What follows belongs to an exercise in optimizing a design on an open flow for small area; a production flow would make more cautious choices. In this exercise RTL edits were held to simulation tests only and were not proved equivalent to the original. The clock input has no modelled driver; a real chip could not lean on it and would need a root buffer or a full tree. Power figures rest on the tool's default switching activity, not on a simulated workload.

==> module cpu16_backend, before the edit <==
module cpu16_backend
(
    input  logic         clk,
    input  logic         reset,
    input  logic         in_valid,
    output logic         in_ready,
    input  logic [15:0]  in_instr,
    output logic         retire_valid,
    input  logic         retire_ready,
    output logic [32:0]  retire,
    output logic [127:0] regval
);
    logic [127:0] rf;      
    logic [15:0] ins;      
    logic [15:0] acc;      
    logic [1:0]  ph;       
    logic [3:0]  cnt;      
    logic        c;        
    logic        wb;       
    wire [3:0]  op     = ins[15:12];
    wire        nop    = op[3];
    wire [2:0]  rd     = ins[10:8];
    wire        is_sub = (op[2:0] == 3'd1);
    wire        is_log = (op[2:1] == 2'd1) || (op[2:0] == 3'd4);
    wire        is_shl = (op[2:0] == 3'd5);
    wire        is_ldi = (op[2:0] == 3'd6);
    wire        is_ld  = (op[2:0] == 3'd7);
    wire [2:0]  sel   = (ph == 2'd0) ? ins[10:8] : (ph == 2'd1) ? ins[7:5] : ins[4:2];
    wire        rzero = (ph == 2'd0) && nop;
    logic [15:0] rv;
    always_comb begin
        if (rzero)
            rv = 16'h0000;
        else case (sel)
            3'd0: rv = rf[15:0];
            3'd1: rv = rf[31:16];
            3'd2: rv = rf[47:32];
            3'd3: rv = rf[63:48];
            3'd4: rv = rf[79:64];
            3'd5: rv = rf[95:80];
            3'd6: rv = rf[111:96];
            default: rv = rf[127:112];
        endcase
    end
    wire        rbit = rv[cnt];
    wire [3:0]  k    = rv[3:0];
    wire        ibit = ins[cnt[2:0]];
    wire        last  = (cnt == 4'd15);
    wire        kend  = (cnt == ~k);
    wire        bop  = is_ld ? (ibit && cnt < 4'd5) : rbit;
    wire        bx   = bop ^ is_sub;
    wire        a0   = acc[0];
    wire        sum  = a0 ^ bx ^ c;
    wire        cry  = (a0 & bx) | (a0 & c) | (bx & c);
    wire        is_ao = (op[2:1] == 2'd1);
    logic nb;      
    logic cn;      
    logic fin;     
    always_comb begin
        nb  = 1'b0;
        cn  = c;
        fin = 1'b0;
        case (ph)
            2'd1: begin
                if (nop)
                    nb = 1'b0;
                else if (is_ldi)
                    nb = ibit && !cnt[3];
                else
                    nb = rbit;
                fin = last && (nop || is_ldi);
                cn  = is_sub || (op[2:0] == 3'd3);
            end
            2'd2: begin
                if (is_shl) begin
                    nb = a0 && !c;
                    cn = c || kend;
                end else begin
                    nb = is_ao ? cry : sum;
                    if (!is_log)
                        cn = last ? (acc[8:5] == 4'd0) : cry;
                end
                fin = last && !is_shl && !is_ld;
            end
            default: begin
                if (is_shl) begin
                    nb  = a0;
                    fin = kend;
                end else begin
                    nb  = c && (cnt[3:2] == 2'd0 ? a0 :
                                cnt[3:2] == 2'd1 ? acc[12] : (cnt == 4'd12));
                    fin = last;
                end
            end
        endcase
    end
    wire [15:0] accn = {nb, acc[15:1]};
    assign in_ready = (ph == 2'd0) && !wb && !retire_valid;
    assign retire   = {ins, !nop, rv};
    always_ff @(posedge clk) begin
        if (reset) begin
            ph           <= 2'd0;
            wb           <= 1'b0;
            retire_valid <= 1'b0;
        end else begin
            if (ph == 2'd0) begin
                if (in_valid && in_ready)
                    ph <= 2'd1;
            end else if (fin) begin
                ph <= 2'd0;
            end else if (last) begin
                ph <= ph + 2'd1;
            end
            wb <= ph != 2'd0 && fin;
            if (wb)
                retire_valid <= 1'b1;
            else if (retire_ready)
                retire_valid <= 1'b0;
        end
    end
    always_ff @(posedge clk) begin
        if (in_valid && in_ready)
            ins <= in_instr;
    end
    always_ff @(posedge clk) begin
        if (ph == 2'd0)
            cnt <= 4'd0;
        else
            cnt <= cnt + 4'd1;
        c <= cn;
        acc <= accn;
    end
    wire        wr = wb && !nop;
    wire [15:0] wd = acc & {16{!reset}};
    always_ff @(posedge clk) begin
        for (int i = 0; i < 8; i++) begin
            if (reset || (wr && rd == 3'(i)))
                rf[i*16 +: 16] <= wd;
        end
    end
    assign regval = rf;
endmodule
Settings: LEC_CHECK=0, CAP_MARGIN=20, CORE_MARGIN=2, CORE_UTILIZATION=60, PLACE_DENSITY=0.75, SLEW_MARGIN=20; clock period 5.0 ns.
standard.sh (not shown) runs the stock make flow with config.mk's settings and CLKGATE_MAP_FILE= SYNTH_SCRIPT=/design/flow/synth_recipe.tcl, a recipe that flattens the netlist after the stock synthesis.
==> flow/flow/run.sh <==
#!/bin/bash
# Own layout flow: the standard ORFS flow (standard.sh) with these changes:
#  - synthesis runs flow/synth.tcl, which is synth_recipe.tcl with the final ABC
#    mapping done by the area-oriented script flow/area.abc (no delay target);
#    registers are untouched, so they match the standard synthesis;
#  - every port still gets its own buffer, but a buf_1 rather than the default cell;
#  - the clock tree is built by flow/manual_cts.tcl (run as ORFS's PRE_CTS_TCL
#    hook): one root clock buffer driving leaf clock buffers, each driving a
#    compact cluster of at most about 17 flip-flops (more leaves if the
#    estimated clock-pin slew exceeds 110 ps); ORFS's own
#    clock_tree_synthesis is skipped, the rest of its CTS step runs as usual.
# Each tool's output goes to ORFS's own logs under orfs/logs; make's to flow.log.
set -euo pipefail
W=$PWD
export AREA_ABC_SCRIPT=$W/flow/area.abc
export BUFFER_PORTS_ARGS="-buffer_cell sky130_fd_sc_hd__buf_1"
export PRE_CTS_TCL=$W/flow/manual_cts.tcl
export MCTS_SINKS=17
export MCTS_MAX_SLEW=0.110
export MCTS_LEAF_CELL=sky130_fd_sc_hd__clkbuf_8
export MCTS_ROOT_CELL=sky130_fd_sc_hd__clkbuf_8
sed "s|SYNTH_SCRIPT=[^ ]*|SYNTH_SCRIPT=$W/flow/synth.tcl|" standard.sh > own_standard.sh
bash own_standard.sh finish > flow.log 2>&1
Other scripts of this flow, unchanged in this note and not shown: flow/flow/area.abc, flow/flow/manual_cts.tcl, flow/flow/synth.tcl
Rerun with:
--- a/flow/design.v
+++ b/flow/design.v
@@ -79,11 +79,8 @@
     wire        is_ldi = (op[2:0] == 3'd6);
     wire        is_ld  = (op[2:0] == 3'd7);
-    wire [2:0]  sel   = (ph == 2'd0) ? ins[10:8] : (ph == 2'd1) ? ins[7:5] : ins[4:2];
-    wire        rzero = (ph == 2'd0) && nop;
+    wire [2:0]  sel  = (ph == 2'd1) ? ins[7:5] : ins[4:2];
     logic [15:0] rv;
     always_comb begin
-        if (rzero)
-            rv = 16'h0000;
-        else case (sel)
+        case (sel)
             3'd0: rv = rf[15:0];
             3'd1: rv = rf[31:16];
@@ -150,5 +147,5 @@
     wire [15:0] accn = {nb, acc[15:1]};
     assign in_ready = (ph == 2'd0) && !wb && !retire_valid;
-    assign retire   = {ins, !nop, rv};
+    assign retire   = {ins, !nop, acc};
     always_ff @(posedge clk) begin
         if (reset) begin
@@ -182,5 +179,6 @@
             cnt <= cnt + 4'd1;
         c <= cn;
-        acc <= accn;
+        if (ph != 2'd0)
+            acc <= accn;
     end
     wire        wr = wb && !nop;
Effect: Final area stays flat; worst setup slack gains 0.24 ns; wire length grows slightly; synthesized area increases slightly; sequential power rises by a few percent; sequential share of layout area rose by 2.2 points; sequential cell count does not change; global-route usage goes up by 0.23 points.
In every run of this note, the design's own scripts or RTL, not TritonCTS, make the clock network.

re-timing with driven ports:
No port has a modelled driver above. Below, the same layouts with a new extraction and two added sets of constraints.
Step 1 sets driving cells, clkbuf_16 on the clock port and buf_2 on the other inputs (assumed; they add their load-dependent delay and slew).
Step 2 adds t to the input delays and takes it off the output delays; t is the mean of the earliest and latest rising clock arrival at the registers after step 1. Input paths then give back, and output paths get back, about the clock's delay inside the block.
Slacks: ideal ports / drivers / drivers and shift; pairs: ideal ports / drivers.
run	t (ns)	slack for setup (ns)	worst register clock-pin slew, ns	worst slew at a driven data input, ns
the first run	0.457	0.296 / 0.296 / 0.296	0.10 / 0.10	0.04
the second run	0.457	0.531 / 0.531 / 0.531	0.10 / 0.10	0.03
After both steps every run listed still meets setup and hold.
